Source: an optimization exercise on an open RTL-to-GDS flow (aim: small area). Production flows keep margins and buffers that such runs may drop. The RTL was checked by simulation tests, not by an equivalence proof against the original design. No activity file was given, so power comes from the tool's default toggle rates. No driver is modelled on the clock port, so clocking that relies on it looks cheaper here than on a real chip.

==> design.v <==
package fc_output_collector_pkg;
    localparam int N_HIDDEN   = 128;
    localparam int DATA_W_DEF = 16;
    localparam int CNT_W_DEF  = 8;
endpackage
module fc_output_collector_act_buffer #(
    parameter int DEPTH  = 128,
    parameter int DATA_W = 15
) (
    input  logic              clk,
    input  logic              shift,
    input  logic              shift_n,
    input  logic              par,
    input  logic [DATA_W-1:0] din,
    output logic [DATA_W-1:0] dout
);
    logic [DATA_W-1:0] in_r;
    logic [DATA_W-1:0] sr_r [1:DEPTH-1];
    always_ff @(posedge clk) begin
        in_r <= din;
    end
    always_ff @(posedge clk) begin
        sr_r[1] <= ~((({DATA_W{par}} ^ in_r) | {DATA_W{shift_n}}) & (sr_r[1] | {DATA_W{shift}}));
    end
    for (genvar i = 2; i < DEPTH; i++) begin : g_stage
        always_ff @(posedge clk) begin
            sr_r[i] <= ~((sr_r[i-1] | {DATA_W{shift_n}}) & (sr_r[i] | {DATA_W{shift}}));
        end
    end
    assign dout = sr_r[DEPTH-1] ^ {DATA_W{par}};
endmodule
module fc_output_collector #(
    parameter int N_NEURONS = fc_output_collector_pkg::N_HIDDEN,
    parameter int DATA_W    = fc_output_collector_pkg::DATA_W_DEF,
    parameter bit RELU_EN   = 1'b1,
    parameter int CNT_W     = fc_output_collector_pkg::CNT_W_DEF
) (
    input  logic                  clk,
    input  logic                  reset,
    input  logic [DATA_W-1:0]     s_data,
    input  logic                  s_valid,
    input  logic                  s_done,
    output logic                  m_start,
    output logic [DATA_W-1:0]     m_data,
    output logic                  m_valid,
    output logic                  frame_done,
    output logic                  busy,
    output logic                  err_short,
    output logic                  err_drop
);
    localparam int IDX_W = (N_NEURONS > 1) ? $clog2(N_NEURONS) : 1;
    localparam int MEM_W = RELU_EN ? DATA_W - 1 : DATA_W;
    logic [IDX_W-1:0]  idx_r;
    logic              last_s;
    logic              we_s;
    logic              complete_s;
    logic              abort_s;
    logic              next_valid_s;
    logic [MEM_W-1:0]  wdata_s;
    logic [MEM_W-1:0]  rdata_s;
    logic              shift_r;
    logic              shift_n_r;
    logic              par_r;
    logic              m_start_r;
    logic [MEM_W-1:0]  m_data_r;
    logic              m_valid_r;
    logic              frame_done_r;
    logic              busy_r;
    logic              err_short_r;
    logic              err_drop_r;
    assign last_s       = (idx_r == IDX_W'(N_NEURONS - 1));
    assign we_s         = !busy_r && s_valid;
    assign complete_s   = we_s && last_s;
    assign abort_s      = !busy_r && s_done && !complete_s && (idx_r != '0);
    assign next_valid_s = m_start_r || (m_valid_r && !last_s);
    if (RELU_EN) begin : g_relu
        assign wdata_s = s_data[DATA_W-1] ? '0 : s_data[MEM_W-1:0];
    end else begin : g_norelu
        assign wdata_s = s_data;
    end
    fc_output_collector_act_buffer #(
        .DEPTH  (N_NEURONS),
        .DATA_W (MEM_W)
    ) u_act_buffer (
        .clk     (clk),
        .shift   (shift_r),
        .shift_n (shift_n_r),
        .par     (par_r),
        .din     (wdata_s),
        .dout    (rdata_s)
    );
    always_ff @(posedge clk or negedge reset) begin
        if (!reset) begin
            shift_r   <= 1'b0;
            shift_n_r <= 1'b1;
            par_r     <= 1'b0;
        end else begin
            shift_r   <= s_valid || busy_r;
            shift_n_r <= !(s_valid || busy_r);
            par_r     <= !par_r;
        end
    end
    always_ff @(posedge clk or negedge reset) begin
        if (!reset) begin
            idx_r        <= '0;
            m_start_r    <= 1'b0;
            m_data_r     <= '0;
            m_valid_r    <= 1'b0;
            frame_done_r <= 1'b0;
            busy_r       <= 1'b0;
            err_short_r  <= 1'b0;
            err_drop_r   <= 1'b0;
        end else begin
            if (abort_s) begin
                idx_r <= '0;
            end else if (we_s || m_valid_r) begin
                idx_r <= idx_r + 1'b1;
            end
            m_start_r    <= complete_s;
            m_valid_r    <= next_valid_s;
            m_data_r     <= next_valid_s ? rdata_s : '0;
            frame_done_r <= m_valid_r && last_s;
            busy_r       <= complete_s || (busy_r && !frame_done_r);
            err_short_r  <= err_short_r || abort_s;
            err_drop_r   <= err_drop_r || (busy_r && s_valid);
        end
    end
    assign m_start    = m_start_r;
    assign m_data     = {{(DATA_W-MEM_W){1'b0}}, m_data_r};
    assign m_valid    = m_valid_r;
    assign frame_done = frame_done_r;
    assign busy       = busy_r;
    assign err_short  = err_short_r;
    assign err_drop   = err_drop_r;
endmodule
==> flow/run.sh <==
#!/bin/bash
# Layout flow: the standard ORFS flow (standard.sh) with two changes:
# port buffers use the smallest buffer cell, and clock tree synthesis uses
# larger sink clusters of clkbuf_16 and inserts no dummy loads.
set -euo pipefail
CTS="-sink_clustering_enable -repair_clock_nets -sink_clustering_size 36 -sink_clustering_max_diameter 60 -buf_list sky130_fd_sc_hd__clkbuf_16 -dont_use_dummy_load"
bash standard.sh \
  "BUFFER_PORTS_ARGS=-buffer_cell sky130_fd_sc_hd__buf_1" \
  "CTS_ARGS=$CTS" \
  finish > orfs_make.log 2>&1
==> standard.sh <==
#!/bin/bash
# synth_recipe.tcl (not shown) runs the flow's synth.tcl, then flattens the netlist and writes it again
# the make line also repeats each setting of config.mk as NAME=value (left out here)
make -C /OpenROAD-flow-scripts/flow DESIGN_CONFIG=/design/flow/config.mk WORK_HOME=/design/flow/orfs CLKGATE_MAP_FILE= SYNTH_SCRIPT=/design/flow/synth_recipe.tcl "${@:-finish}"
==> config.mk <==
export PLATFORM = sky130hd
export DESIGN_NAME = fc_output_collector
export DESIGN_NICKNAME = fc_output_collector
export VERILOG_FILES = /design/flow/design.v
export SDC_FILE = /design/flow/constraint.sdc
export NUM_CORES = 4
export LEC_CHECK = 0
export CAP_MARGIN = 20
export CORE_MARGIN = 2
export CORE_UTILIZATION = 70
export CTS_BUF_LIST = sky130_fd_sc_hd__clkbuf_16
export CTS_CLUSTER_DIAMETER = 80
export CTS_CLUSTER_SIZE = 30
export SLEW_MARGIN = 20
==> constraint.sdc <==
create_clock -name core_clock -period 4.0 [get_ports {clk}]
set_input_delay 0.8000 -clock core_clock [delete_from_list [all_inputs] [get_ports {clk}]]
set_output_delay 0.8000 -clock core_clock [all_outputs]
set_load 0.01 [all_outputs]
==> results.rst, run 1 <==
.. list-table::
   :header-rows: 1

   * - Metric
     - Value
   * - Fraction of synthesized cell area taken by the top area cell type
     - 71.5%
   * - Total number of nets in the final design
     - 4177
   * - Wire length of the first global-routing pass
     - 143 mm
   * - Number of port buffers
     - 40
   * - Total negative slack
     - 0 ps
   * - Count of inserted antenna diode cells
     - 0
   * - Total leakage power
     - 0.0209 µW
   * - Warnings, synthesis
     - 3
   * - Root buffer cell
     - clkbuf_16
   * - Post-synthesis cell type count
     - 42
   * - Slew at the pin closest to its max-slew limit
     - 932 ps
   * - Share of post-route cells with drive strength above 1
     - 3.76%
   * - Deepest level of the CTS H-tree
     - 3
   * - Clock Skews
     - 60.0 ps
   * - Max-cap viol count
     - 0
   * - Kind of start point of the critical path
     - flop
   * - Library cell with the largest summed area after synthesis
     - dfxtp_1
   * - HPWL after DPL
     - 46.4 mm
   * - Std-Cell Core Area
     - 75900 µm²
   * - Clock buffers created by TritonCTS
     - 86
   * - Die area
     - 79000 µm²
   * - Routability congestion estimate
     - 0.728
   * - Vias in the first global route
     - 30600
   * - Routed vias
     - 32200
   * - Count of flip-flops with a built-in enable after synthesis
     - 0
   * - Resized cells post-CTS
     - 0
   * - Number of placed instances, taps included
     - 5097
   * - Floorplan die height
     - 281 µm
   * - Highest attainable clock frequency
     - 451 MHz
   * - Number of buffers added for setup after CTS
     - 0
   * - Outcome
     - timing/DRC/antenna clean
   * - Sequential element share of the synthesized area
     - 73.0%
   * - Period utilisation layout
     - 55.4%
   * - Finished Cell Area
     - 56300 µm²
   * - Final cell count without fillers
     - 5183
   * - Worst path required time
     - 4460 ps
   * - Number of register bits inferred by synthesis
     - 1951
   * - Hold Violations, Final
     - 0
   * - Net Count, Synth
     - 4424
   * - Min Tclk post-route
     - 2220 ps
   * - Pin count of the biggest net entering global routing
     - 194
   * - # hold bufs at CTS
     - 0
   * - Clock transition at the register clock pins on the worst setup and hold paths after CTS
     - 120 ps
   * - Effective utilization at floorplan
     - 70.8%
   * - Initial DRT Pass Iterations
     - 6
   * - Area growth, synth to finish
     - 4.80%
   * - Number of rows created at floorplan
     - 101
   * - Fraction of registers with async set or reset after synthesis
     - 1.59%
   * - Placement-stage cell area
     - 54200 µm²
   * - Vias/cell
     - 6.22
   * - Cells after synthesis
     - 4402
   * - Iteration-0 DRC Markers
     - 1803
   * - Number of endpoints failing setup at the final stage
     - 0
   * - Ranking of synthesized cells by area
     - dfxtp_1 72%, o22ai_1 22%, buf_2 1.6%
   * - Peak supply drop
     - 0.432 mV
   * - Unrepaired setup endpoints after global routing
     - no
   * - Worst slew slack as a fraction of its limit
     - 37.9%
   * - TritonCTS clock tree
     - yes
   * - GR Util All Layers
     - 20.6%
   * - Count of pins on the block boundary
     - 42
   * - Clk buf depth
     - 3
   * - Antenna violations before repair
     - 0
   * - Insertion delay to the later sink of the worst-skew pair
     - 670 ps
   * - Number of clock sinks
     - 1951
   * - Summed instance area of the synthesized netlist
     - 53700 µm²
   * - Critical Path End Type
     - flop
   * - Classification of the worst setup path
     - reg2reg
   * - Critical register-to-register path startpoint
     - shift_n_r
   * - Prevailing post-synth register cell
     - dfxtp_1
   * - Arrival time at the worst endpoint
     - 2680 ps
   * - Largest fanout of any net on the critical path
     - 76
   * - Number of nets still failing antenna checks after routing
     - 0
   * - Aggregate global routing overflow
     - 0
   * - Detailed-route DRC error count
     - 0
   * - Final core utilization
     - 74.2%
   * - Beginning of the critical path
     - shift_n_r
   * - Synth Area per Inst
     - 12.2 µm²
   * - Final WL
     - 83.4 mm
   * - Number of max-slew violations in the final report
     - 0
   * - Overall Power
     - 36000 µW
   * - Most numerous cell in the Yosys netlist
     - dfxtp_1
   * - Worst hold-check path type
     - in2async
   * - Commonest cells in the synthesized netlist
     - 1920 x dfxtp_1, 1905 x o22ai_1, 202 x clkbuf_1
   * - Total power divided by cell area
     - 639 nW/µm²
   * - Average routed wire per standard cell
     - 16.1 µm
   * - DIE WIDTH
     - 281 µm
-- state kept, by name (all words and copies together) (netlist names) --
signal and count:
u_act_buffer.sr_r 1905, shift_r 1, m_valid_r 1, m_data_r 15
u_act_buffer.in_r 15, m_start_r 1, frame_done_r 1, par_r 1
shift_n_r 1, busy_r 1, idx_r 7, err_short_r 1
err_drop_r 1
-- through the flow --
stage / hold slack, ps / setup slack (ps)
after floorplan: 422 / 2290
after CTS: 222 / 1780
after global routing: 266 / 1630
final: 232 / 1780
after detailed placement: 432 / 1850
after global placement: 430 / 1940
-- final timing paths --
kind                                             end  slack [ps]  depth (start not counted)
hold / removal                           m_data_r[2]         230                          1
min in group core_clock         u_act_buffer.in_r[6]         360                          2
setup reg to reg            u_act_buffer.sr_r[56][5]        1780                          2
hold reg to reg            u_act_buffer.sr_r[13][14]         380                          1
max in group asynchronous                    shift_r        3130                          1
setup / recovery            u_act_buffer.sr_r[56][5]        1780                          2
-- cells by family after synthesis --
logic type      Yosys count  synth area share (%)
flops                  1951                  73.0
compound gates         1920                  22.4
buf+inv                 441                  3.50
simple gates             53                 0.535
xor+xnor                 33                 0.538
fa+ha+maj                 2                0.0466
other cells               1               0.00698
mux                       1                0.0186
-- cell type report --
type,instances,area [µm²]
multi-input cells,2010,12600
flip-flops and latches,1951,39200
well taps,1030,1290
clock buffers,86,2150
fillers,5031,19600
inverters,9,33.8
repair buffers,97,980
-- layout by cell type, fill, tap and decap left out, types with 2 or more instances in the layout --
cell	count
nor2_1	21
o22ai_1	1905
buf_1	39
ha_1	2
o21bai_1	2
buf_4	25
or2_1	2
nor2b_1	16
inv_1	8
dfxtp_1	1920
dfrtp_1	29
xor2_1	17
buf_12	32
o21ai_0	4
nand3_1	2
and3_2	2
clkbuf_16	86
xnor2_1	16
-- power by group --
group,internal (µW),total (µW),leakage (µW),switching (µW)
clock network,3860,9190,0.00106,5340
registers,22500,24100,0.0166,1690
logic,1450,2670,0.00321,1230
-- routing by layer --
metal | up-vias | wire [µm] | global-route usage [%]
li1 | 16500 | - | -
met1 | 15400 | 41400 | 28.8
met2 | 262 | 38700 | 34.1
met3 | 102 | 2030 | 2.73
met4 | 0 | 1320 | 5.00
met5 | - | 0 | 0
-- worst max-delay path, stage by stage (launching register included) --
cell and delay [ps]:
dfstp_4 1070, buf_4 680, o22ai_1 210
==> run 2, diff against run 1 <==
--- a/flow/run.sh
+++ b/flow/run.sh
@@ -5,3 +5,3 @@
 set -euo pipefail
-CTS="-sink_clustering_enable -repair_clock_nets -sink_clustering_size 36 -sink_clustering_max_diameter 60 -buf_list sky130_fd_sc_hd__clkbuf_16 -dont_use_dummy_load"
+CTS="-sink_clustering_enable -repair_clock_nets -sink_clustering_size 36 -sink_clustering_max_diameter 120 -buf_list sky130_fd_sc_hd__clkbuf_16 -dont_use_dummy_load"
 bash standard.sh \
==> results.rst, run 2 <==
.. list-table::
   :header-rows: 1

   * - Metric
     - Value
   * - Outcome
     - timing/DRC/antenna clean
   * - Switching share of power
     - 23.1%
   * - Pin count of the biggest net entering global routing
     - 194
   * - Max-cap viol count
     - 0
   * - Number of clock sinks
     - 1951
   * - Ranking of synthesized cells by area
     - dfxtp_1 72%, o22ai_1 22%, buf_2 1.6%
   * - Number of flip-flops under the largest register name
     - 1905
   * - Area growth, synth to finish
     - 3.59%
   * - Chain of cells forming the critical path
     - buf_1
   * - Most frequent standard cell in the layout excluding fill and tap cells
     - dfxtp_1
   * - Register share of total power
     - 69.7%
   * - TritonCTS clock tree
     - yes
   * - Most numerous cell in the Yosys netlist
     - dfxtp_1
   * - Period utilisation layout
     - 54.5%
   * - Proportion of power drawn by the clock network
     - 22.6%
   * - Count of flip-flops with a built-in enable after synthesis
     - 0
   * - Count of pins on the block boundary
     - 42
   * - Root buffer cell
     - clkbuf_16
   * - Warnings, synthesis
     - 3
   * - Deepest level of the CTS H-tree
     - 2
   * - Number of max-slew violations in the final report
     - 0
   * - Final critical-path setup slack
     - 1820 ps
   * - Min Tclk post-route
     - 2180 ps
   * - Arrival time at the worst endpoint
     - 1380 ps
   * - Commonest cells after routing, fill and taps aside
     - 1920 x dfxtp_1, 1905 x o22ai_1, 60 x clkbuf_16, 39 x buf_1, 32 x buf_12
   * - Hold Violations, Final
     - 0
   * - Vias in the first global route
     - 30700
   * - # hold bufs at CTS
     - 0
   * - Die area
     - 79000 µm²
   * - Highest attainable clock frequency
     - 459 MHz
   * - Detailed-route DRC error count
     - 0
   * - Number of nets still failing antenna checks after routing
     - 0
   * - Largest registers
     - u_act_buffer.sr_r x1905, m_data_r x15, u_act_buffer.in_r x15
   * - Number of register bits inferred by synthesis
     - 1951
   * - Combinational group share of total power
     - 7.7%
   * - Sequential element share of the synthesized area
     - 73.0%
   * - Delay of the slowest cell on the worst path
     - 520 ps
   * - Register with the most flip-flops
     - u_act_buffer.sr_r
   * - Routed vias
     - 32000
   * - Worst path required time
     - 3200 ps
   * - Iteration-0 DRC Markers
     - 1800
   * - Total number of nets in the final design
     - 4151
   * - Library cell with the largest summed area after synthesis
     - dfxtp_1
   * - Peak supply drop
     - 0.491 mV
   * - Post-synthesis cell type count
     - 42
   * - Routability congestion estimate
     - 0.728
   * - Std-Cell Core Area
     - 75900 µm²
   * - Endpoint of the lowest-slack register-to-register path
     - u_act_buffer.sr_r[50][5]
   * - Number of buffers added for setup after CTS
     - 0
   * - Number of port buffers
     - 40
   * - Total internal power
     - 26600 µW
   * - Antenna violations before repair
     - 0
   * - Net Count, Synth
     - 4424
   * - Fraction of synthesized cell area taken by the top area cell type
     - 71.5%
   * - Largest fanout of any net on the critical path
     - 8
   * - Critical register-to-register path startpoint
     - shift_n_r
   * - Worst hold-check path type
     - in2async
   * - Clock Skews
     - 74.4 ps
   * - Initial DRT Pass Iterations
     - 5
   * - Total power divided by cell area
     - 622 nW/µm²
   * - Depth of the worst register-to-register path
     - 2
   * - Average routed wire per standard cell
     - 16.0 µm
   * - Total leakage power
     - 0.0206 µW
   * - HPWL after DPL
     - 46.4 mm
   * - Effective utilization at floorplan
     - 70.8%
   * - Clock buffers created by TritonCTS
     - 60
   * - Prevailing post-synth register cell
     - dfxtp_1
   * - Clk buf depth
     - 3
   * - Share of post-route cells with drive strength above 1
     - 3.15%
   * - Insertion delay to the later sink of the worst-skew pair
     - 680 ps
   * - Worst slew slack as a fraction of its limit
     - 36.8%
   * - Summed instance area of the synthesized netlist
     - 53700 µm²
   * - Cells after synthesis
     - 4402
   * - Kind of start point of the critical path
     - flop
   * - Tightest hold margin
     - 210 ps
   * - Final WL
     - 82.3 mm
   * - Post-Place Worst Slack
     - 1850 ps
   * - Synth Area per Inst
     - 12.2 µm²
   * - Commonest cells in the synthesized netlist
     - 1920 x dfxtp_1, 1905 x o22ai_1, 202 x clkbuf_1
   * - Unrepaired setup endpoints after global routing
     - no
   * - Count of inserted antenna diode cells
     - 0
   * - Vias/cell
     - 6.20
   * - DIE WIDTH
     - 281 µm
   * - GR Util All Layers
     - 20.2%
   * - Wire length of the first global-routing pass
     - 141 mm
   * - Slack of the worst reg-to-reg path
     - 1830 ps
   * - Switching power of the nets
     - 7990 µW
   * - Slew at the pin closest to its max-slew limit
     - 948 ps
   * - Clock transition at the register clock pins on the worst setup and hold paths after CTS
     - 120 ps
   * - Classification of the worst setup path
     - reg2out
   * - Delay-heaviest family, CP
     - flip-flops
   * - Number of rows created at floorplan
     - 101
   * - Fraction of registers with async set or reset after synthesis
     - 1.59%
   * - Number of fill cells in the layout
     - 5130
   * - Floorplan die height
     - 281 µm
   * - Critical-path cell with the highest stage delay
     - dfrtp_1
   * - Aggregate global routing overflow
     - 0
   * - Total negative slack
     - 0 ps
   * - Worst path bufs/invs
     - 1
   * - Resized cells post-CTS
     - 0
   * - Critical Path End Type
     - output port
   * - Number of endpoints failing setup at the final stage
     - 0
run 2: cell counts after synthesis:
Identical to the previous run, type by type.
run 2: cells by family (layout without fill, tap and decap cells):
logic type / after synthesis / after routing / synth area share [%]
flip-flops: 1951 / 1951 / 73.0
AO/OA/AOI/OAI: 1920 / 1920 / 22.4
buffers and inverters: 441 / 166 / 3.50
AND/OR/NAND/NOR: 53 / 53 / 0.535
XOR/XNOR: 33 / 33 / 0.538
adder cells (fa/ha/maj): 2 / 2 / 0.0466
other: 1 / 1 / 0.00698
multiplexers: 1 / 1 / 0.0186
run 2: worst max-delay path by stage:
stage               depth (start not counted)  slack, ps                  endpoint       from
finish                                      1       1820                      busy     busy_r
global route                                2       1680  u_act_buffer.sr_r[46][5]  shift_n_r
CTS                                         1       1780                      busy     busy_r
detailed placement                          2       1850  u_act_buffer.sr_r[79][4]  shift_n_r
global placement                            2       1940  u_act_buffer.sr_r[36][5]  shift_n_r
floorplan                                   4       2290                  idx_r[3]    s_valid
run 2: area by class of cell:
type / count / area (µm²) / share of cell area (%)
repair buffers: 97 / 980 / 1.76
multi-input cells: 2010 / 12600 / 22.7
flip-flops and latches: 1951 / 39200 / 70.4
inverters: 9 / 33.8 / 0.0607
well taps: 1030 / 1290 / 2.31
clock buffers: 60 / 1500 / 2.70
run 2: metrics by stage:
| stage | total power, µW | area (µm²) | std cells | utilization (%) |
|---|---|---|---|---|
| after floorplan | 26300 | 53700 | 4402 | - |
| final | 34600 | 55700 | 5157 | 73.3 |
| after global routing | 36200 | 55700 | 5157 | 73.3 |
| after global placement | 26900 | 54200 | 5097 | 71.3 |
| after CTS | 34900 | 55700 | 5157 | 73.3 |
| after detailed placement | 27200 | 54200 | 5097 | 71.3 |
run 2: routing by layer:
layer  vias to the layer above  share of wire [%]  track usage [%]
li1                      16400                  -                -
met1                     15300                 50             27.6
met2                       193                 46             34.8
met3                       105                1.9             2.14
met4                         0                1.8             4.55
met5                         -                  0                0
run 2: power by group through the flow:
stage / sequential [µW] / clock [µW] / combinational, µW
floorplan: 24000 / 0 / 2300
global placement: 24400 / 0 / 2470
detailed placement: 24500 / 0 / 2690
CTS: 24100 / 8070 / 2690
global route: 24500 / 8680 / 3010
finish: 24100 / 7810 / 2670
==> run 3, diff against run 2 <==
==> flow/run.sh (replaced) <==
#!/bin/bash
# Layout flow: the standard ORFS flow (standard.sh) with these changes:
# port buffers use the smallest buffer cell; clock tree synthesis uses
# larger sink clusters of clkbuf_16 and inserts no dummy loads; global
# placement is not timing driven, and synthesis buffers are removed before it
# so that the resize step buffers the design.
set -euo pipefail
HERE=$(pwd)
CTS="-sink_clustering_enable -repair_clock_nets -sink_clustering_size 36 -sink_clustering_max_diameter 80 -buf_list sky130_fd_sc_hd__clkbuf_16 -dont_use_dummy_load"
bash standard.sh \
  "BUFFER_PORTS_ARGS=-buffer_cell sky130_fd_sc_hd__buf_1" \
  "CTS_ARGS=$CTS" \
  "GPL_TIMING_DRIVEN=0" \
  "PRE_GLOBAL_PLACE_TCL=$HERE/flow/pre_gpl.tcl" \
  finish > orfs_make.log 2>&1
==> flow/pre_gpl.tcl (new file) <==
remove_buffers
==> config.mk (replaced) <==
export PLATFORM = sky130hd
export DESIGN_NAME = fc_output_collector
export DESIGN_NICKNAME = fc_output_collector
export VERILOG_FILES = /design/flow/design.v
export SDC_FILE = /design/flow/constraint.sdc
export NUM_CORES = 4
export LEC_CHECK = 0
export CAP_MARGIN = 0
export CORE_MARGIN = 2
export CORE_UTILIZATION = 60
export SLEW_MARGIN = 0
==> results.rst, run 3 <==
.. list-table::
   :header-rows: 1

   * - Metric
     - Value
   * - Most Frequent Cell on Critical Path
     - buf_16
   * - Average routed wire per standard cell
     - 15.1 µm
   * - Count of pins on the block boundary
     - 42
   * - Hold Violations, Final
     - 0
   * - Initial DRT Pass Iterations
     - 5
   * - Register with the most flip-flops
     - u_act_buffer.sr_r
   * - HPWL after DPL
     - 41.5 mm
   * - Outcome
     - timing/DRC/antenna clean
   * - Cells after synthesis
     - 4402
   * - # hold bufs at CTS
     - 0
   * - TritonCTS clock tree
     - yes
   * - Worst path required time
     - 4570 ps
   * - Fraction of registers with async set or reset after synthesis
     - 1.59%
   * - Most numerous cell in the Yosys netlist
     - dfxtp_1
   * - Clock Skews
     - 63.2 ps
   * - Deepest level of the CTS H-tree
     - 2
   * - Net Count, Synth
     - 4424
   * - Worst hold-check path type
     - in2async
   * - Number of clock sinks
     - 1951
   * - Pin count of the biggest net entering global routing
     - 116
   * - Commonest cells after routing, fill and taps aside
     - 1920 x dfxtp_1, 1905 x o22ai_1, 65 x clkbuf_16, 41 x buf_16, 39 x buf_1
   * - Number of fill cells in the layout
     - 6922
   * - GR Util met2
     - 26.9%
   * - Worst path bufs/invs
     - 10
   * - Count of inserted antenna diode cells
     - 0
   * - Worst slew slack as a fraction of its limit
     - 47.2%
   * - Library cell with the largest summed area after synthesis
     - dfxtp_1
   * - Summed instance area of the synthesized netlist
     - 53700 µm²
   * - Peak supply drop
     - 0.414 mV
   * - Routability congestion estimate
     - 0.668
   * - Iteration-0 DRC Markers
     - 1818
   * - Kind of start point of the critical path
     - flop
   * - Routed vias
     - 31600
   * - Critical-path cell with the highest stage delay
     - dfstp_4
   * - Number of nets still failing antenna checks after routing
     - 0
   * - Highest attainable clock frequency
     - 272 MHz
   * - Finished Cell Area
     - 56700 µm²
   * - DIE WIDTH
     - 303 µm
   * - Number of flip-flops under the largest register name
     - 1905
   * - Gr busiest metal
     - met2
   * - Chain of cells forming the critical path
     - buf_16 -> buf_16 -> buf_16 -> buf_16 -> buf_16 -> buf_16 -> buf_16 -> buf_16 -> buf_16 -> bufbuf_16 -> o22ai_1
   * - Number of rows created at floorplan
     - 109
   * - Number of max-slew violations in the final report
     - 0
   * - GRT met3 Usage
     - 2.13%
   * - Area growth, synth to finish
     - 5.45%
   * - Antenna violations before repair
     - 0
   * - Detailed-route DRC error count
     - 0
   * - Insertion delay to the later sink of the worst-skew pair
     - 690 ps
   * - Root buffer cell
     - clkbuf_16
   * - Warnings, synthesis
     - 3
   * - Period utilisation layout
     - 92.0%
   * - Ranking of synthesized cells by area
     - dfxtp_1 72%, o22ai_1 22%, buf_2 1.6%
   * - Most frequent standard cell in the layout excluding fill and tap cells
     - dfxtp_1
   * - Clock transition at the register clock pins on the worst setup and hold paths after CTS
     - 120 ps
   * - GR Util All Layers
     - 16.6%
   * - Std-Cell Core Area
     - 88500 µm²
   * - Max-cap viol count
     - 0
   * - Classification of the worst setup path
     - reg2reg
   * - Arrival time at the worst endpoint
     - 4250 ps
   * - Delay of the slowest cell on the worst path
     - 820 ps
   * - Total leakage power
     - 0.0209 µW
   * - Met1 Use GR
     - 24.0%
   * - Total power divided by cell area
     - 612 nW/µm²
   * - Count of flip-flops with a built-in enable after synthesis
     - 0
   * - Tightest hold margin
     - 143 ps
   * - Share of post-route cells with drive strength above 1
     - 3.29%
   * - Final WL
     - 80.1 mm
   * - Synth Area per Inst
     - 12.2 µm²
   * - Largest fanout of any net on the critical path
     - 49
   * - Commonest cells in the synthesized netlist
     - 1920 x dfxtp_1, 1905 x o22ai_1, 202 x clkbuf_1
   * - Largest registers
     - u_act_buffer.sr_r x1905, m_data_r x15, u_act_buffer.in_r x15
   * - Sequential element share of the synthesized area
     - 73.0%
   * - Unrepaired setup endpoints after global routing
     - no
   * - Aggregate global routing overflow
     - 0
   * - Prevailing post-synth register cell
     - dfxtp_1
   * - Vias/cell
     - 5.96
   * - Min Tclk post-route
     - 3680 ps
   * - Number of port buffers
     - 40
   * - Number of endpoints failing setup at the final stage
     - 0
   * - Post-synthesis cell type count
     - 42
   * - Placement-stage cell area
     - 54700 µm²
   * - Critical Path End Type
     - flop
   * - Effective utilization at floorplan
     - 60.7%
   * - Total number of nets in the final design
     - 4156
   * - Wire length of the first global-routing pass
     - 137 mm
   * - Slew at the pin closest to its max-slew limit
     - 792 ps
   * - Clk buf depth
     - 3
   * - Final core utilization
     - 64.0%
   * - Clock buffers created by TritonCTS
     - 61
   * - Number of register bits inferred by synthesis
     - 1951
   * - Floorplan die height
     - 303 µm
   * - Vias in the first global route
     - 29500
   * - Delay-heaviest family, CP
     - buffers and inverters
   * - Fraction of synthesized cell area taken by the top area cell type
     - 71.5%
   * - Die area
     - 92000 µm²
[run 3: layout make-up]
class,count,area (µm²),share of cell area (%)
flip-flops and latches,1951,39200,69.2
well taps,1165,1460,2.57
inverters,9,33.8,0.0596
clock buffers,61,1530,2.69
multi-input cells,2010,12600,22.3
repair buffers,101,1780,3.15
[run 3: final timing paths]
path	startpoint	to	slack, ps	cells after the start
setup / recovery	shift_n_r	u_act_buffer.sr_r[11][5]	320	11
hold / removal	reset	m_data_r[0]	140	1
setup reg to reg	shift_n_r	u_act_buffer.sr_r[11][5]	320	11
hold reg to reg	u_act_buffer.sr_r[122][3]	u_act_buffer.sr_r[123][3]	360	1
max in group asynchronous	reset	shift_r	3290	1
min in group core_clock	s_data[1]	u_act_buffer.in_r[1]	300	2
[run 3: stage by stage]
stage / TNS (ps) / cells / power, µW / setup WS [ps]
4_1_cts: 0 / 5291 / 35100 / 12.5
3_3_place_gp: - / 5175 / 28500 / -40450
5_1_grt: 0 / 5297 / 36400 / 68.6
2_1_floorplan: 0 / 4402 / 26300 / 2290
3_5_place_dp: -399130 / 5219 / 27100 / -998
6_report: 0 / 5297 / 34700 / 320
[run 3: per-layer routing]
metal	vias to the layer above	wire length (µm)
met5	-	0
met4	0	1070
met3	73	1670
met2	152	33900
met1	14900	43400
li1	16400	-
[run 3: power by group]
| part | leakage [µW] | internal, µW | total [µW] | switching, µW |
|---|---|---|---|---|
| Combinational | 0.00359 | 1530 | 2750 | 1220 |
| Clock | 0.000752 | 2760 | 7910 | 5150 |
| Sequential | 0.0166 | 22400 | 24000 | 1570 |
[run 3: cell families after synthesis]
kind of cell | after synthesis | share of synthesized area [%]
adder cells (fa/ha/maj) | 2 | 0.0466
buffers and inverters | 441 | 3.50
flip-flops | 1951 | 73.0
multiplexers | 1 | 0.0186
AND/OR/NAND/NOR | 53 | 0.535
XOR/XNOR | 33 | 0.538
other | 1 | 0.00698
AO/OA/AOI/OAI | 1920 | 22.4
[run 3: what timing repair did]
action	4_1_cts	5_1_grt
cloned	8	4
endpoints found under the setup margin	621	116
resized for setup	0	0
setup buffers	3	2
==> run 4, diff against run 3 <==
--- a/config.mk
+++ b/config.mk
@@ -7,5 +7,5 @@
 export LEC_CHECK = 0
-export CAP_MARGIN = 0
+export CAP_MARGIN = 20
 export CORE_MARGIN = 2
 export CORE_UTILIZATION = 60
-export SLEW_MARGIN = 0
+export SLEW_MARGIN = 20
==> results.rst, run 4 <==
.. list-table::
   :header-rows: 1

   * - Metric
     - Value
   * - Period utilisation layout
     - 92.3%
   * - Peak supply drop
     - 0.461 mV
   * - Register with the most flip-flops
     - u_act_buffer.sr_r
   * - Share of post-route cells with drive strength above 1
     - 3.17%
   * - Most numerous cell in the Yosys netlist
     - dfxtp_1
   * - TritonCTS clock tree
     - yes
   * - Area growth, synth to finish
     - 5.15%
   * - Footprint of the flip-flops and latches
     - 39200 µm²
   * - Average routed wire per standard cell
     - 14.6 µm
   * - Total power divided by cell area
     - 613 nW/µm²
   * - Total number of nets in the final design
     - 4151
   * - Hold Violations, Final
     - 0
   * - Floorplan die height
     - 303 µm
   * - Number of flip-flops under the largest register name
     - 1905
   * - Number of max-slew violations in the final report
     - 0
   * - Tightest hold margin
     - 146 ps
   * - Cells after synthesis
     - 4402
   * - Number of register bits inferred by synthesis
     - 1951
   * - Die area
     - 92000 µm²
   * - Clk buf depth
     - 3
   * - Classification of the worst setup path
     - reg2reg
   * - Count of inserted antenna diode cells
     - 0
   * - Clock buffers created by TritonCTS
     - 61
   * - Vias/cell
     - 5.95
   * - HPWL after DPL
     - 42.5 mm
   * - Sequential element share of the synthesized area
     - 73.0%
   * - Count of flip-flops with a built-in enable after synthesis
     - 0
   * - Initial DRT Pass Iterations
     - 5
   * - Unrepaired setup endpoints after global routing
     - no
   * - Critical Path End Type
     - flop
   * - Prevailing post-synth register cell
     - dfxtp_1
   * - GRT met3 Usage
     - 2.13%
   * - Insertion delay to the later sink of the worst-skew pair
     - 690 ps
   * - Final core utilization
     - 63.8%
   * - Slew at the pin closest to its max-slew limit
     - 784 ps
   * - Footprint of the multi-input gates
     - 12600 µm²
   * - Post-synthesis cell type count
     - 42
   * - Total negative slack
     - 0 ps
   * - Clock Skews
     - 67.6 ps
   * - Worst hold-check path type
     - in2async
   * - Number of clock sinks
     - 1951
   * - Clock transition at the register clock pins on the worst setup and hold paths after CTS
     - 120 ps
   * - Aggregate global routing overflow
     - 0
   * - Max-cap viol count
     - 0
   * - Largest registers
     - u_act_buffer.sr_r x1905, m_data_r x15, u_act_buffer.in_r x15
   * - Worst path required time
     - 4560 ps
   * - Deepest level of the CTS H-tree
     - 2
   * - Vias in the first global route
     - 29500
   * - Routed vias
     - 31500
   * - Synth Area per Inst
     - 12.2 µm²
   * - Post-Place Worst Slack
     - -174 ps
   * - Pin count of the biggest net entering global routing
     - 95
   * - Number of nets still failing antenna checks after routing
     - 0
   * - Total leakage power
     - 0.0208 µW
   * - GR Util All Layers
     - 16.2%
   * - Count of pins on the block boundary
     - 42
   * - Number of fill cells in the layout
     - 6946
   * - Effective utilization at floorplan
     - 60.7%
   * - Warnings, synthesis
     - 3
   * - Ranking of synthesized cells by area
     - dfxtp_1 72%, o22ai_1 22%, buf_2 1.6%
   * - Highest attainable clock frequency
     - 271 MHz
   * - Largest fanout of any net on the critical path
     - 76
   * - Number of rows created at floorplan
     - 109
   * - Net Count, Synth
     - 4424
   * - Number of port buffers
     - 40
   * - Antenna violations before repair
     - 0
   * - Root buffer cell
     - clkbuf_16
   * - Library cell with the largest summed area after synthesis
     - dfxtp_1
   * - Outcome
     - timing/DRC/antenna clean
   * - Number of endpoints failing setup at the final stage
     - 0
   * - Final WL
     - 77.4 mm
   * - Fraction of synthesized cell area taken by the top area cell type
     - 71.5%
   * - DIE WIDTH
     - 303 µm
   * - Iteration-0 DRC Markers
     - 1711
   * - Overall Power
     - 34600 µW
   * - Detailed-route DRC error count
     - 0
   * - Std-Cell Core Area
     - 88500 µm²
   * - Routability congestion estimate
     - 0.668
   * - Arrival time at the worst endpoint
     - 4260 ps
   * - Wire length of the first global-routing pass
     - 135 mm
   * - Fraction of registers with async set or reset after synthesis
     - 1.59%
   * - Min Tclk post-route
     - 3690 ps
   * - Final critical-path setup slack
     - 307 ps
   * - Kind of start point of the critical path
     - flop
   * - Commonest cells in the synthesized netlist
     - 1920 x dfxtp_1, 1905 x o22ai_1, 202 x clkbuf_1
   * - Commonest cells after routing, fill and taps aside
     - 1920 x dfxtp_1, 1905 x o22ai_1, 63 x clkbuf_16, 46 x buf_16, 39 x buf_1
   * - Worst slew slack as a fraction of its limit
     - 47.7%
   * - Gr busiest metal
     - met2
   * - Summed instance area of the synthesized netlist
     - 53700 µm²
   * - Most frequent standard cell in the layout excluding fill and tap cells
     - dfxtp_1
   * - GR Util met2
     - 26.3%
   * - Met1 Use GR
     - 23.5%
run 4: cell types whose count changed in the layout (fill, tap and decap cells not counted):
cell,delta
buf_16,+5
buf_12,+1
buf_6,-2
buf_8,+1
bufbuf_16,-8
clkbuf_16,-2
run 4: cell families after synthesis:
kind of cell	count (synthesis)	synth area share (%)
adder cells (fa/ha/maj)	2	0.0466
flip-flops	1951	73.0
other	1	0.00698
multiplexers	1	0.0186
AND/OR/NAND/NOR	53	0.535
AO/OA/AOI/OAI	1920	22.4
buffers and inverters	441	3.50
XOR/XNOR	33	0.538
run 4: timing repair:
action | in CTS | in global routing
hold buffers | 0 | 0
cloned | 0 | 2
buffers inserted | 1 | 1
setup endpoints to repair | 156 | 156
gates resized for setup | 0 | 0
pin swaps | 0 | 0
run 4: layout make-up:
type	count	share of cell area, %
sequential	1951	69.4
multi-input combinational	2010	22.4
timing repair buffer	96	2.87
clock buffer	61	2.70
tap	1165	2.58
inverter	9	0.0598
run 4: power breakdown:
group          total, µW  leakage, µW  internal, µW  switching [µW]
registers          24000       0.0166         22400            1580
logic               2700      0.00347          1510            1190
clock network       7900     0.000752          2760            5130
run 4: per-stage QoR:
stage	cell area [µm²]	cells
floorplan	53700	4402
finish	56500	5292
CTS	56400	5289
global placement	53500	5175
detailed placement	54900	5227
global route	56500	5292
run 4: final timing paths:
| kind | start | endpoint | slack (ps) | depth (start not counted) |
|---|---|---|---|---|
| worst max-delay path | shift_r | u_act_buffer.sr_r[47][1] | 310 | 9 |
| min in group core_clock | s_data[1] | u_act_buffer.in_r[1] | 300 | 2 |
| max in group asynchronous | reset | shift_r | 3280 | 1 |
| worst max register to register | shift_r | u_act_buffer.sr_r[47][1] | 310 | 9 |
| worst min register to register | u_act_buffer.sr_r[122][3] | u_act_buffer.sr_r[123][3] | 350 | 1 |
| worst min-delay path | reset | par_r | 150 | 1 |
run 4: worst max-delay path, stage by stage, from the launching register on:
cell	delay (ps)
dfrtp_4	920
buf_16	320
buf_16	270
buf_16	280
buf_16	310
buf_12	290
buf_16	280
buf_16	300
buf_16	290
o22ai_1	120
run 4: routing by layer:
layer,up-vias,part of all wire (%)
met5,-,0
met4,0,1.5
met3,69,2.2
met2,125,42
met1,14900,54
li1,16500,-
==> run 5, diff against run 4 <==
==> flow/run.sh (replaced) <==
#!/bin/bash
# Layout flow: the standard ORFS flow (standard.sh) with these changes:
# - port buffers use the smallest buffer cell;
# - after global placement, flow/fanout_tree.tcl rebuilds the buffer trees of
#   the two shift-register control nets as one level of clustered buf_4s;
# - clock tree synthesis uses larger sink clusters of clkbuf_16 and inserts
#   no dummy loads.
# make's output goes to orfs_make.log; each ORFS step logs under orfs/logs.
set -euo pipefail
HERE=$(pwd)
CTS="-sink_clustering_enable -repair_clock_nets -sink_clustering_size 36 -sink_clustering_max_diameter 80 -buf_list sky130_fd_sc_hd__clkbuf_16 -dont_use_dummy_load"
bash standard.sh \
  "BUFFER_PORTS_ARGS=-buffer_cell sky130_fd_sc_hd__buf_1" \
  "POST_GLOBAL_PLACE_TCL=$HERE/flow/fanout_tree.tcl" \
  "CTS_ARGS=$CTS" \
  finish > orfs_make.log 2>&1
==> flow/fanout_tree.tcl (new file) <==
# Rebuild the buffer trees of the shift-register control nets (the nets driven
# by the shift_r and shift_n_r flip-flops): the loads are split by recursive
# bisection into clusters of at most ft_max pins, each driven by one
# buf_4 placed at its centre, and the leaf buffers are driven by one buf_12
# at their centre.
proc ft_is_buf {master} {
  return [regexp {__(buf|clkbuf)_[0-9]+$} $master]
}

proc ft_split {pts k} {
  # pts: list of {x y pinname}; splits them into k clusters of near-equal
  # size by recursive bisection across the longer side.
  if {$k <= 1} { return [list $pts] }
  set xs [lsort -real [lmap p $pts {lindex $p 0}]]
  set ys [lsort -real [lmap p $pts {lindex $p 1}]]
  set dx [expr {[lindex $xs end] - [lindex $xs 0]}]
  set dy [expr {[lindex $ys end] - [lindex $ys 0]}]
  set i [expr {$dx >= $dy ? 0 : 1}]
  set s [lsort -real -index $i $pts]
  set k1 [expr {$k / 2}]
  set h [expr {[llength $s] * $k1 / $k}]
  return [concat [ft_split [lrange $s 0 [expr {$h - 1}]] $k1] \
            [ft_split [lrange $s $h end] [expr {$k - $k1}]]]
}

proc ft_centre {pts} {
  set sx 0.0; set sy 0.0
  foreach p $pts { set sx [expr {$sx + [lindex $p 0]}]; set sy [expr {$sy + [lindex $p 1]}] }
  set n [llength $pts]
  return [list [expr {$sx / $n}] [expr {$sy / $n}]]
}

proc ft_rebuild {pattern max leaf root} {
  set block [ord::get_db_block]
  set dbu [$block getDbUnitsPerMicron]
  set drv ""
  foreach inst [$block getInsts] {
    if {[string match $pattern [$inst getName]]} { set drv $inst; break }
  }
  if {$drv eq ""} { puts "fanout_tree: no instance matches $pattern"; return }
  set q [$drv findITerm Q]
  # Walk the buffer tree below the flip-flop.
  set bufs {}
  set todo [list [$q getNet]]
  set nloads 0
  while {[llength $todo]} {
    set net [lindex $todo 0]; set todo [lrange $todo 1 end]
    foreach it [$net getITerms] {
      if {[$it isOutputSignal]} { continue }
      set inst [$it getInst]
      if {[ft_is_buf [[$inst getMaster] getName]]} {
        lappend bufs [$inst getName]
        lappend todo [[$inst findITerm X] getNet]
      } else {
        incr nloads
      }
    }
  }
  puts "fanout_tree: [$drv getName]: [llength $bufs] buffers, $nloads loads"
  # Remove the old tree: bypass each buffer, leaves first.
  foreach name [lreverse $bufs] {
    set b [$block findInst $name]
    set in [[[$b findITerm A] getNet] getName]
    set out [[[$b findITerm X] getNet] getName]
    set loads {}
    foreach it [[[$b findITerm X] getNet] getITerms] {
      if {[$it getInst] eq $b} { continue }
      lappend loads "[[$it getInst] getName]/[[$it getMTerm] getName]"
    }
    foreach l $loads {
      disconnect_pin $out [get_pins $l]
      connect_pin $in [get_pins $l]
    }
    delete_instance [get_cells $name]
    delete_net [get_nets $out]
  }
  estimate_parasitics -placement
  set net [$q getNet]
  set pts {}
  foreach it [$net getITerms] {
    if {[$it isOutputSignal]} { continue }
    set inst [$it getInst]
    set b [$inst getBBox]
    lappend pts [list [expr {([$b xMin] + [$b xMax]) / 2.0 / $dbu}] [expr {([$b yMin] + [$b yMax]) / 2.0 / $dbu}] "[$inst getName]/[[$it getMTerm] getName]"]
  }
  set clusters [ft_split $pts [expr {([llength $pts] + $max - 1) / $max}]]
  set leafins {}
  set i 0
  foreach c $clusters {
    set pins [get_pins [lmap p $c {lindex $p 2}]]
    set xy [ft_centre $c]
    set b [insert_buffer -buffer_cell $leaf -net [get_nets [$net getName]] -load_pins $pins -location $xy]
    lappend leafins [list {*}$xy "[get_full_name $b]/A"]
    incr i
  }
  set xy [ft_centre $leafins]
  insert_buffer -buffer_cell $root -net [get_nets [[$q getNet] getName]] -load_pins [get_pins [lmap p $leafins {lindex $p 2}]] -location $xy
  puts "fanout_tree: [$drv getName]: $i leaf buffers"
}

if {![info exists ft_max]} { set ft_max 100 }
foreach pat {shift_r$* shift_n_r$*} {
  ft_rebuild $pat $ft_max sky130_fd_sc_hd__buf_4 sky130_fd_sc_hd__buf_12
}
removed: flow/pre_gpl.tcl
==> results.rst, run 5 <==
.. list-table::
   :header-rows: 1

   * - Metric
     - Value
   * - Classification of the worst setup path
     - reg2out
   * - Clock transition at the register clock pins on the worst setup and hold paths after CTS
     - 120 ps
   * - Delay-heaviest family, CP
     - flip-flops
   * - Overall Power
     - 34600 µW
   * - Clock buffers created by TritonCTS
     - 61
   * - Final cell count without fillers
     - 5278
   * - Critical register-to-register path startpoint
     - shift_n_r
   * - Chain of cells forming the critical path
     - buf_1
   * - Count of flip-flops with a built-in enable after synthesis
     - 0
   * - Beginning of the critical path
     - busy_r
   * - Switching power of the nets
     - 7950 µW
   * - Register with the most flip-flops
     - u_act_buffer.sr_r
   * - Fraction of registers with async set or reset after synthesis
     - 1.59%
   * - Met2 WL
     - 33.5 mm
   * - Root buffer cell
     - clkbuf_16
   * - Met3 Routed Length
     - 1.59 mm
   * - Die area
     - 92000 µm²
   * - Min Tclk post-route
     - 2190 ps
   * - Delay of the slowest cell on the worst path
     - 520 ps
   * - Cells after synthesis
     - 4402
   * - Detailed-route DRC error count
     - 0
   * - Std-Cell Core Area
     - 88500 µm²
   * - Fraction of synthesized cell area taken by the top area cell type
     - 71.5%
   * - Number of port buffers
     - 40
   * - Vias/cell
     - 5.90
   * - Hold Violations, Final
     - 0
   * - Kind of start point of the critical path
     - flop
   * - Initial DRT Pass Iterations
     - 4
   * - Number of endpoints failing setup at the final stage
     - 0
   * - Total leakage power
     - 0.0204 µW
   * - Total negative slack
     - 0 ps
   * - Register share of total power
     - 69.5%
   * - Critical-path cell with the highest stage delay
     - dfrtp_1
   * - Number of rows created at floorplan
     - 109
   * - Prevailing post-synth register cell
     - dfxtp_1
   * - Top routing layer in use
     - met4
   * - Warnings, synthesis
     - 3
   * - Worst path bufs/invs
     - 1
   * - Commonest cells in the synthesized netlist
     - 1920 x dfxtp_1, 1905 x o22ai_1, 202 x clkbuf_1
   * - Iteration-0 DRC Markers
     - 2237
   * - Highest attainable clock frequency
     - 456 MHz
   * - Slew at the pin closest to its max-slew limit
     - 907 ps
   * - Vias in the first global route
     - 28700
   * - Commonest cells after routing, fill and taps aside
     - 1920 x dfxtp_1, 1905 x o22ai_1, 61 x clkbuf_16, 40 x buf_4, 39 x buf_1
   * - Switching share of power
     - 23.0%
   * - Total power divided by cell area
     - 624 nW/µm²
   * - Depth of the worst register-to-register path
     - 3
   * - Final WL
     - 79.8 mm
   * - Number of clock sinks
     - 1951
   * - Final core utilization
     - 62.6%
   * - Worst slew slack as a fraction of its limit
     - 39.5%
   * - Most numerous cell in the Yosys netlist
     - dfxtp_1
   * - Clk buf depth
     - 3
   * - Period utilisation layout
     - 54.8%
   * - Effective utilization at floorplan
     - 60.7%
   * - Aggregate global routing overflow
     - 0
   * - Number of flip-flops under the largest register name
     - 1905
   * - Count of pins on the block boundary
     - 42
   * - Unrepaired setup endpoints after global routing
     - no
   * - Antenna violations before repair
     - 0
   * - Average routed wire per standard cell
     - 15.1 µm
   * - Combinational group share of total power
     - 7.5%
   * - Max-cap viol count
     - 0
   * - TritonCTS clock tree
     - yes
   * - Deepest level of the CTS H-tree
     - 2
   * - HPWL after DPL
     - 39.8 mm
   * - Final critical-path setup slack
     - 1810 ps
   * - Endpoint of the lowest-slack register-to-register path
     - u_act_buffer.sr_r[102][3]
   * - Largest registers
     - u_act_buffer.sr_r x1905, m_data_r x15, u_act_buffer.in_r x15
   * - Number of fill cells in the layout
     - 7168
   * - Resized cells post-CTS
     - 0
   * - Floorplan die height
     - 303 µm
   * - Area growth, synth to finish
     - 3.05%
   * - Insertion delay to the later sink of the worst-skew pair
     - 700 ps
   * - Wire length the detailed router placed on met1
     - 43.1 mm
   * - Ranking of synthesized cells by area
     - dfxtp_1 72%, o22ai_1 22%, buf_2 1.6%
   * - Number of max-slew violations in the final report
     - 0
   * - Footprint of the multi-input gates
     - 12600 µm²
   * - Summed instance area of the synthesized netlist
     - 53700 µm²
   * - Number of placed instances, taps included
     - 5217
   * - Outcome
     - timing/DRC/antenna clean
   * - DIE WIDTH
     - 303 µm
   * - GR Util All Layers
     - 16.7%
   * - Post-synthesis cell type count
     - 42
   * - # hold bufs at CTS
     - 0
   * - Clock Skews
     - 51.4 ps
   * - Pin count of the biggest net entering global routing
     - 97
   * - Number of nets still failing antenna checks after routing
     - 0
   * - Slack of the worst reg-to-reg path
     - 1820 ps
   * - Number of register bits inferred by synthesis
     - 1951
   * - Share of post-route cells with drive strength above 1
     - 2.84%
   * - Critical Path End Type
     - output port
   * - Worst hold-check path type
     - in2async
   * - Synth Area per Inst
     - 12.2 µm²
   * - Peak supply drop
     - 0.498 mV
   * - Wire length of the first global-routing pass
     - 136 mm
   * - Count of inserted antenna diode cells
     - 0
   * - Most frequent standard cell in the layout excluding fill and tap cells
     - dfxtp_1
   * - Arrival time at the worst endpoint
     - 1390 ps
   * - Routed vias
     - 31200
   * - Proportion of power drawn by the clock network
     - 23.0%
   * - Number of buffers added for setup after CTS
     - 0
   * - Sequential element share of the synthesized area
     - 73.0%
   * - Library cell with the largest summed area after synthesis
     - dfxtp_1
   * - Net Count, Synth
     - 4424
   * - Largest fanout of any net on the critical path
     - 8
   * - Worst path required time
     - 3200 ps
   * - Number of cells on the critical path
     - 1
   * - Total number of nets in the final design
     - 4137
   * - Total internal power
     - 26600 µW
   * - Post-Place Worst Slack
     - 1860 ps
   * - Footprint of the flip-flops and latches
     - 39200 µm²
   * - Capturing instance or port of the critical path
     - busy
==> run 5: cell counts after synthesis <==
No cell type changed its count.
==> run 5: per-layer routing <==
metal  global-route usage [%]  vias up
met5                        0        -
met4                     4.34        0
met3                     2.06       85
met2                     26.3      133
met1                     24.7    14500
li1                         -    16400
==> run 5: cells by family after synthesis <==
group | count (synthesis) | synth area share (%)
compound gates | 1920 | 22.4
xor+xnor | 33 | 0.538
fa+ha+maj | 2 | 0.0466
buf+inv | 441 | 3.50
flops | 1951 | 73.0
mux | 1 | 0.0186
other cells | 1 | 0.00698
simple gates | 53 | 0.535
==> run 5: worst min-delay path by stage <==
stage | startpoint | to | slack (ps) | cells past startpoint
final | reset | m_data_r[3] | 150 | 1
after global routing | reset | m_data_r[3] | 200 | 1
after CTS | reset | m_data_r[3] | 130 | 1
after detailed placement | u_act_buffer.sr_r[80][5] | u_act_buffer.sr_r[81][5] | 430 | 1
after global placement | u_act_buffer.sr_r[43][6] | u_act_buffer.sr_r[44][6] | 430 | 1
after floorplan | u_act_buffer.sr_r[1][0] | u_act_buffer.sr_r[1][0] | 420 | 1
==> run 5: area by class of cell <==
type | instances | share of cell area, %
multi-input combinational | 2010 | 22.8
inverter | 9 | 0.0610
timing repair buffer | 82 | 0.888
sequential | 1951 | 70.8
tap | 1165 | 2.63
clock buffer | 61 | 2.76
==> run 5: metrics by stage <==
stage          hold WS [ps]  instance area (µm²)
6_report                153                55400
3_3_place_gp            427                54400
5_1_grt                 196                55400
4_1_cts                 130                55400
2_1_floorplan           422                53700
3_5_place_dp            431                53900
==> run 5: power by group through the flow <==
stage / Combinational, µW / Clock (µW) / Sequential, µW
final: 2590 / 7940 / 24000
after detailed placement: 2620 / 0 / 24400
after global placement: 2520 / 0 / 24500
after floorplan: 2300 / 0 / 24000
after CTS: 2620 / 8330 / 24000
after global routing: 2950 / 8900 / 24400
==> run 6, diff against run 5 <==
--- a/flow/fanout_tree.tcl
+++ b/flow/fanout_tree.tcl
@@ -100,3 +100,3 @@
 
-if {![info exists ft_max]} { set ft_max 100 }
+if {![info exists ft_max]} { set ft_max 120 }
 foreach pat {shift_r$* shift_n_r$*} {
==> results.rst, run 6 <==
.. list-table::
   :header-rows: 1

   * - Metric
     - Value
   * - Outcome
     - timing/DRC/antenna clean
   * - Count of pins on the block boundary
     - 42
   * - Final core utilization
     - 62.7%
   * - Number of rows created at floorplan
     - 109
   * - Period utilisation layout
     - 53.8%
   * - Highest attainable clock frequency
     - 464 MHz
   * - Combinational group share of total power
     - 7.5%
   * - Sequential element share of the synthesized area
     - 73.0%
   * - Final WL
     - 80.1 mm
   * - Proportion of power drawn by the clock network
     - 23.0%
   * - Classification of the worst setup path
     - reg2out
   * - Hold Violations, Final
     - 0
   * - Worst path bufs/invs
     - 1
   * - Worst slew slack as a fraction of its limit
     - 40.9%
   * - Number of nets still failing antenna checks after routing
     - 0
   * - TritonCTS clock tree
     - yes
   * - Insertion delay to the later sink of the worst-skew pair
     - 680 ps
   * - Fraction of synthesized cell area taken by the top area cell type
     - 71.5%
   * - Routed vias
     - 31100
   * - Prevailing post-synth register cell
     - dfxtp_1
   * - Total power divided by cell area
     - 623 nW/µm²
   * - Worst hold-check path type
     - in2async
   * - Number of port buffers
     - 40
   * - Peak supply drop
     - 0.458 mV
   * - Total number of nets in the final design
     - 4131
   * - Number of max-slew violations in the final report
     - 0
   * - Count of inserted antenna diode cells
     - 0
   * - Count of flip-flops with a built-in enable after synthesis
     - 0
   * - Slew at the pin closest to its max-slew limit
     - 886 ps
   * - Net Count, Synth
     - 4424
   * - Warnings, synthesis
     - 3
   * - Switching power of the nets
     - 7950 µW
   * - Post-Place Worst Slack
     - 1720 ps
   * - # hold bufs at CTS
     - 0
   * - Register share of total power
     - 69.5%
   * - Vias/cell
     - 5.90
   * - Number of endpoints failing setup at the final stage
     - 0
   * - Antenna violations before repair
     - 0
   * - Synth Area per Inst
     - 12.2 µm²
   * - Vias in the first global route
     - 28900
   * - Pin count of the biggest net entering global routing
     - 121
   * - Total leakage power
     - 0.0204 µW
   * - Most frequent standard cell in the layout excluding fill and tap cells
     - dfxtp_1
   * - Max-cap viol count
     - 0
   * - Summed instance area of the synthesized netlist
     - 53700 µm²
   * - Initial DRT Pass Iterations
     - 4
   * - Delay of the slowest cell on the worst path
     - 510 ps
   * - Commonest cells in the synthesized netlist
     - 1920 x dfxtp_1, 1905 x o22ai_1, 202 x clkbuf_1
   * - Area growth, synth to finish
     - 3.25%
   * - Wire length of the first global-routing pass
     - 137 mm
   * - Largest registers
     - u_act_buffer.sr_r x1905, m_data_r x15, u_act_buffer.in_r x15
   * - Clock Skews
     - 32.9 ps
   * - Register with the most flip-flops
     - u_act_buffer.sr_r
   * - Most numerous cell in the Yosys netlist
     - dfxtp_1
   * - Root buffer cell
     - clkbuf_16
   * - Total negative slack
     - 0 ps
   * - Kind of start point of the critical path
     - flop
   * - Average routed wire per standard cell
     - 15.2 µm
   * - Aggregate global routing overflow
     - 0
   * - Final critical-path setup slack
     - 1850 ps
   * - Critical Path End Type
     - output port
   * - Commonest cells after routing, fill and taps aside
     - 1920 x dfxtp_1, 1905 x o22ai_1, 61 x clkbuf_16, 39 x buf_1, 30 x buf_6
   * - Clk buf depth
     - 3
   * - Iteration-0 DRC Markers
     - 2274
   * - Unrepaired setup endpoints after global routing
     - no
   * - HPWL after DPL
     - 39.1 mm
   * - GR Util All Layers
     - 16.7%
   * - Number of flip-flops under the largest register name
     - 1905
   * - Library cell with the largest summed area after synthesis
     - dfxtp_1
   * - Number of register bits inferred by synthesis
     - 1951
   * - Post-synthesis cell type count
     - 42
   * - Effective utilization at floorplan
     - 60.7%
   * - Overall Power
     - 34600 µW
   * - DIE WIDTH
     - 303 µm
   * - Delay-heaviest family, CP
     - flip-flops
   * - Resized cells post-CTS
     - 0
   * - Largest fanout of any net on the critical path
     - 8
   * - Share of post-route cells with drive strength above 1
     - 2.70%
   * - Cells after synthesis
     - 4402
   * - Clock buffers created by TritonCTS
     - 61
   * - Fraction of registers with async set or reset after synthesis
     - 1.59%
   * - Worst path required time
     - 3200 ps
   * - Total internal power
     - 26600 µW
   * - Min Tclk post-route
     - 2150 ps
   * - Std-Cell Core Area
     - 88500 µm²
   * - Tightest hold margin
     - 190 ps
   * - Ranking of synthesized cells by area
     - dfxtp_1 72%, o22ai_1 22%, buf_2 1.6%
   * - Deepest level of the CTS H-tree
     - 2
   * - Clock transition at the register clock pins on the worst setup and hold paths after CTS
     - 110 ps
   * - Number of clock sinks
     - 1951
   * - Floorplan die height
     - 303 µm
   * - Detailed-route DRC error count
     - 0
   * - Die area
     - 92000 µm²
   * - Number of buffers added for setup after CTS
     - 0
   * - Chain of cells forming the critical path
     - buf_1
   * - Arrival time at the worst endpoint
     - 1350 ps
   * - Switching share of power
     - 23.0%
   * - Critical-path cell with the highest stage delay
     - dfrtp_1
run 6: final timing paths:
path	endpoint	slack, ps	cells after the start	from
max	busy	1850	1	busy_r
min	m_data_r[3]	190	1	reset
max reg2reg	u_act_buffer.sr_r[117][13]	1940	3	shift_n_r
min reg2reg	u_act_buffer.sr_r[117][5]	430	1	u_act_buffer.sr_r[116][5]
max in group asynchronous	shift_r	3210	1	reset
min in group core_clock	u_act_buffer.in_r[5]	310	2	s_data[5]
run 6: cell type report:
cell class / count / area (µm²)
clock buffers: 61 / 1530
well taps: 1165 / 1460
inverters: 9 / 33.8
repair buffers: 76 / 599
flip-flops and latches: 1951 / 39200
multi-input cells: 2010 / 12600
fillers: 7134 / 33000
run 6: power by group through the flow:
stage                     Sequential (µW)  Combinational, µW  Clock (µW)
after CTS                           24000               2620        8320
after detailed placement            24400               2610           0
final                               24000               2600        7940
after global routing                24400               2960        8910
after floorplan                     24000               2300           0
after global placement              24500               2520           0
run 6: cells by family (layout without fill, tap and decap cells):
logic type / count (synthesis) / in the layout / share of synthesized area, %
XOR/XNOR: 33 / 33 / 0.538
adder cells (fa/ha/maj): 2 / 2 / 0.0466
AND/OR/NAND/NOR: 53 / 53 / 0.535
flip-flops: 1951 / 1951 / 73.0
multiplexers: 1 / 1 / 0.0186
other: 1 / 1 / 0.00698
buffers and inverters: 441 / 146 / 3.50
AO/OA/AOI/OAI: 1920 / 1920 / 22.4
run 6: per-stage QoR:
stage | instance area (µm²) | std cells
global placement | 54400 | 5236
finish | 55500 | 5272
floorplan | 53700 | 4402
detailed placement | 53800 | 5209
global route | 55500 | 5272
CTS | 55300 | 5270
run 6: routing by layer:
| layer | global-route usage [%] | wire, µm | part of all wire (%) |
|---|---|---|---|
| met1 | 25.0 | 44300 | 55 |
| met5 | 0 | 0 | 0 |
| met2 | 26.3 | 33100 | 41 |
| met3 | 2.06 | 1540 | 1.9 |
| met4 | 3.50 | 1260 | 1.6 |
==> run 7, diff against run 6 <==
--- a/flow/run.sh
+++ b/flow/run.sh
@@ -10,3 +10,3 @@
 HERE=$(pwd)
-CTS="-sink_clustering_enable -repair_clock_nets -sink_clustering_size 36 -sink_clustering_max_diameter 80 -buf_list sky130_fd_sc_hd__clkbuf_16 -dont_use_dummy_load"
+CTS="-sink_clustering_enable -repair_clock_nets -sink_clustering_size 34 -sink_clustering_max_diameter 90 -buf_list sky130_fd_sc_hd__clkbuf_16 -dont_use_dummy_load"
 bash standard.sh \
--- a/flow/fanout_tree.tcl
+++ b/flow/fanout_tree.tcl
@@ -100,3 +100,3 @@
 
-if {![info exists ft_max]} { set ft_max 120 }
+if {![info exists ft_max]} { set ft_max 100 }
 foreach pat {shift_r$* shift_n_r$*} {
==> results.rst, run 7 <==
.. list-table::
   :header-rows: 1

   * - Metric
     - Value
   * - Outcome
     - timing/DRC/antenna clean
   * - Min Tclk post-route
     - 2150 ps
   * - Combinational group share of total power
     - 7.4%
   * - Detailed-route DRC error count
     - 0
   * - Average routed wire per standard cell
     - 15.2 µm
   * - Footprint of the flip-flops and latches
     - 39200 µm²
   * - Proportion of power drawn by the clock network
     - 23.7%
   * - Switching share of power
     - 22.9%
   * - Net Count, Synth
     - 4424
   * - Delay of the slowest cell on the worst path
     - 770 ps
   * - Pin count of the biggest net entering global routing
     - 97
   * - Unrepaired setup endpoints after global routing
     - no
   * - HPWL after DPL
     - 39.8 mm
   * - Worst slew slack as a fraction of its limit
     - 39.5%
   * - Worst path required time
     - 4450 ps
   * - Aggregate global routing overflow
     - 0
   * - Max-cap viol count
     - 0
   * - Slew at the pin closest to its max-slew limit
     - 907 ps
   * - Count of pins on the block boundary
     - 42
   * - Hold Violations, Final
     - 0
   * - Number of fill cells in the layout
     - 7154
   * - Vias in the first global route
     - 28800
   * - Total power divided by cell area
     - 629 nW/µm²
   * - Clock Skews
     - 55.2 ps
   * - Arrival time at the worst endpoint
     - 2610 ps
   * - Clk buf depth
     - 3
   * - TritonCTS clock tree
     - yes
   * - Effective utilization at floorplan
     - 60.7%
   * - Initial DRT Pass Iterations
     - 4
   * - Tightest hold margin
     - 224 ps
   * - Number of nets still failing antenna checks after routing
     - 0
   * - Library cell with the largest summed area after synthesis
     - dfxtp_1
   * - Delay-heaviest family, CP
     - buffers and inverters
   * - Clock transition at the register clock pins on the worst setup and hold paths after CTS
     - 120 ps
   * - Post-synthesis cell type count
     - 42
   * - Insertion delay to the later sink of the worst-skew pair
     - 660 ps
   * - Sequential element share of the synthesized area
     - 73.0%
   * - Root buffer cell
     - clkbuf_16
   * - Commonest cells in the synthesized netlist
     - 1920 x dfxtp_1, 1905 x o22ai_1, 202 x clkbuf_1
   * - Number of endpoints failing setup at the final stage
     - 0
   * - Warnings, synthesis
     - 3
   * - Number of flip-flops under the largest register name
     - 1905
   * - Resized cells post-CTS
     - 0
   * - Iteration-0 DRC Markers
     - 2222
   * - Routed vias
     - 31100
   * - Chain of cells forming the critical path
     - buf_12 -> buf_4 -> o22ai_1
   * - Register share of total power
     - 68.9%
   * - # hold bufs at CTS
     - 0
   * - Period utilisation layout
     - 53.9%
   * - Commonest cells after routing, fill and taps aside
     - 1920 x dfxtp_1, 1905 x o22ai_1, 67 x clkbuf_16, 40 x buf_4, 39 x buf_1
   * - Switching power of the nets
     - 7990 µW
   * - Wire length of the first global-routing pass
     - 136 mm
   * - Die area
     - 92000 µm²
   * - Deepest level of the CTS H-tree
     - 3
   * - Fraction of synthesized cell area taken by the top area cell type
     - 71.5%
   * - Area growth, synth to finish
     - 3.32%
   * - Final critical-path setup slack
     - 1850 ps
   * - Number of register bits inferred by synthesis
     - 1951
   * - Kind of start point of the critical path
     - flop
   * - Largest registers
     - u_act_buffer.sr_r x1905, m_data_r x15, u_act_buffer.in_r x15
   * - Fraction of registers with async set or reset after synthesis
     - 1.59%
   * - DIE WIDTH
     - 303 µm
   * - Register with the most flip-flops
     - u_act_buffer.sr_r
   * - Overall Power
     - 34900 µW
   * - Final WL
     - 80.1 mm
   * - Classification of the worst setup path
     - reg2reg
   * - Total leakage power
     - 0.0204 µW
   * - Worst hold-check path type
     - in2async
   * - Synth Area per Inst
     - 12.2 µm²
   * - Most numerous cell in the Yosys netlist
     - dfxtp_1
   * - Number of placed instances, taps included
     - 5217
   * - Summed instance area of the synthesized netlist
     - 53700 µm²
   * - Most frequent standard cell in the layout excluding fill and tap cells
     - dfxtp_1
   * - Prevailing post-synth register cell
     - dfxtp_1
   * - Antenna violations before repair
     - 0
   * - Largest fanout of any net on the critical path
     - 96
   * - GR Util All Layers
     - 16.8%
   * - Floorplan die height
     - 303 µm
   * - Number of buffers added for setup after CTS
     - 0
   * - Clock buffers created by TritonCTS
     - 67
   * - Cells after synthesis
     - 4402
   * - Highest attainable clock frequency
     - 464 MHz
   * - Post-Place Worst Slack
     - 1860 ps
   * - Number of port buffers
     - 40
   * - Peak supply drop
     - 0.451 mV
   * - Footprint of the multi-input gates
     - 12600 µm²
   * - Ranking of synthesized cells by area
     - dfxtp_1 72%, o22ai_1 22%, buf_2 1.6%
   * - Total negative slack
     - 0 ps
   * - Vias/cell
     - 5.89
   * - Number of clock sinks
     - 1951
   * - Count of inserted antenna diode cells
     - 0
   * - Worst path bufs/invs
     - 2
   * - Number of max-slew violations in the final report
     - 0
   * - Number of rows created at floorplan
     - 109
   * - Critical-path cell with the highest stage delay
     - buf_4
   * - Critical Path End Type
     - flop
   * - Count of flip-flops with a built-in enable after synthesis
     - 0
   * - Total number of nets in the final design
     - 4143
   * - Std-Cell Core Area
     - 88500 µm²
   * - Total internal power
     - 26900 µW
   * - Share of post-route cells with drive strength above 1
     - 2.99%
   * - Final cell count without fillers
     - 5284
run 7: final timing paths:
path,from,endpoint,slack (ps),cells past startpoint
setup / recovery,shift_n_r,u_act_buffer.sr_r[11][10],1850,3
hold / removal,reset,m_data_r[3],220,1
max in group asynchronous,reset,shift_r,3180,1
setup reg to reg,shift_n_r,u_act_buffer.sr_r[11][10],1850,3
min in group core_clock,s_data[14],u_act_buffer.in_r[14],360,2
hold reg to reg,u_act_buffer.sr_r[15][4],u_act_buffer.sr_r[16][4],410,1
run 7: worst reg2reg max path: stages, from the launching register on:
cell and delay [ps]:
dfstp_4 680, buf_12 290, buf_4 790, o22ai_1 230
run 7: cell families (layout without fill, tap and decap cells):
logic type	count (synthesis)	in the layout	share of synthesized area, %
AOI/OAI and AO/OA	1920	1920	22.4
buffers and inverters	441	158	3.50
and+or+nand+nor	53	53	0.535
DFF	1951	1951	73.0
xor gates and xnor gates	33	33	0.538
muxes	1	1	0.0186
adders and majority gates	2	2	0.0466
other	1	1	0.00698
run 7: area by class of cell:
class / instances / share of cell area [%]
clock buffer: 67 / 3.02
inverter: 9 / 0.0608
multi-input combinational: 2010 / 22.8
sequential: 1951 / 70.6
tap: 1165 / 2.62
timing repair buffer: 82 / 0.885
run 7: metrics by stage:
stage / cell area (µm²) / util, %
after global routing: 55500 / 62.7
after floorplan: 53700 / -
after detailed placement: 53900 / 60.8
after global placement: 54400 / 61.4
after CTS: 55500 / 62.7
final: 55500 / 62.7
run 7: power by group through the flow:
stage | combinational [µW] | sequential (µW) | clock [µW]
2_1_floorplan | 2300 | 24000 | 0
4_1_cts | 2620 | 24000 | 8690
5_1_grt | 2950 | 24400 | 9260
6_report | 2590 | 24000 | 8280
3_5_place_dp | 2620 | 24400 | 0
3_3_place_gp | 2520 | 24500 | 0
run 7: layer usage:
metal	vias up	track usage [%]	share of wire (%)
met4	0	3.83	1.8
met1	14500	24.7	54
met5	-	0	0
met3	90	2.29	1.9
met2	132	26.6	42
li1	16400	-	-

port drivers added, routing unchanged:
In the flow no input, the clock included, has a driving cell. The finished layouts below were timed again as built, in two steps.
Step 1, drivers: a clkbuf_16 drives clk and a buf_2 each remaining input, both assumed.
Step 2 times the ports against the registers' clock, not the clock port: input delays grow and output delays shrink by t, the midpoint of the rising clock arrivals with the driver on.
a / b / c = no drivers / after step 1 / after step 2; a / b = the first two.
run	t (ns)	setup slack, ns	worst data-port slew with drivers (ns)
run 1	0.699	1.783 / 1.783 / 1.783	0.03
run 2	0.711	1.820 / 1.753 / 1.833	0.03
run 3	0.719	0.320 / 0.320 / 0.320	0.03
run 4	0.719	0.307 / 0.307 / 0.307	0.03
run 5	0.742	1.806 / 1.742 / 1.821	0.03
run 6	0.731	1.847 / 1.782 / 1.940	0.03
run 7	0.693	1.845 / 1.824 / 1.845	0.03
After both steps every run listed still meets setup and hold.
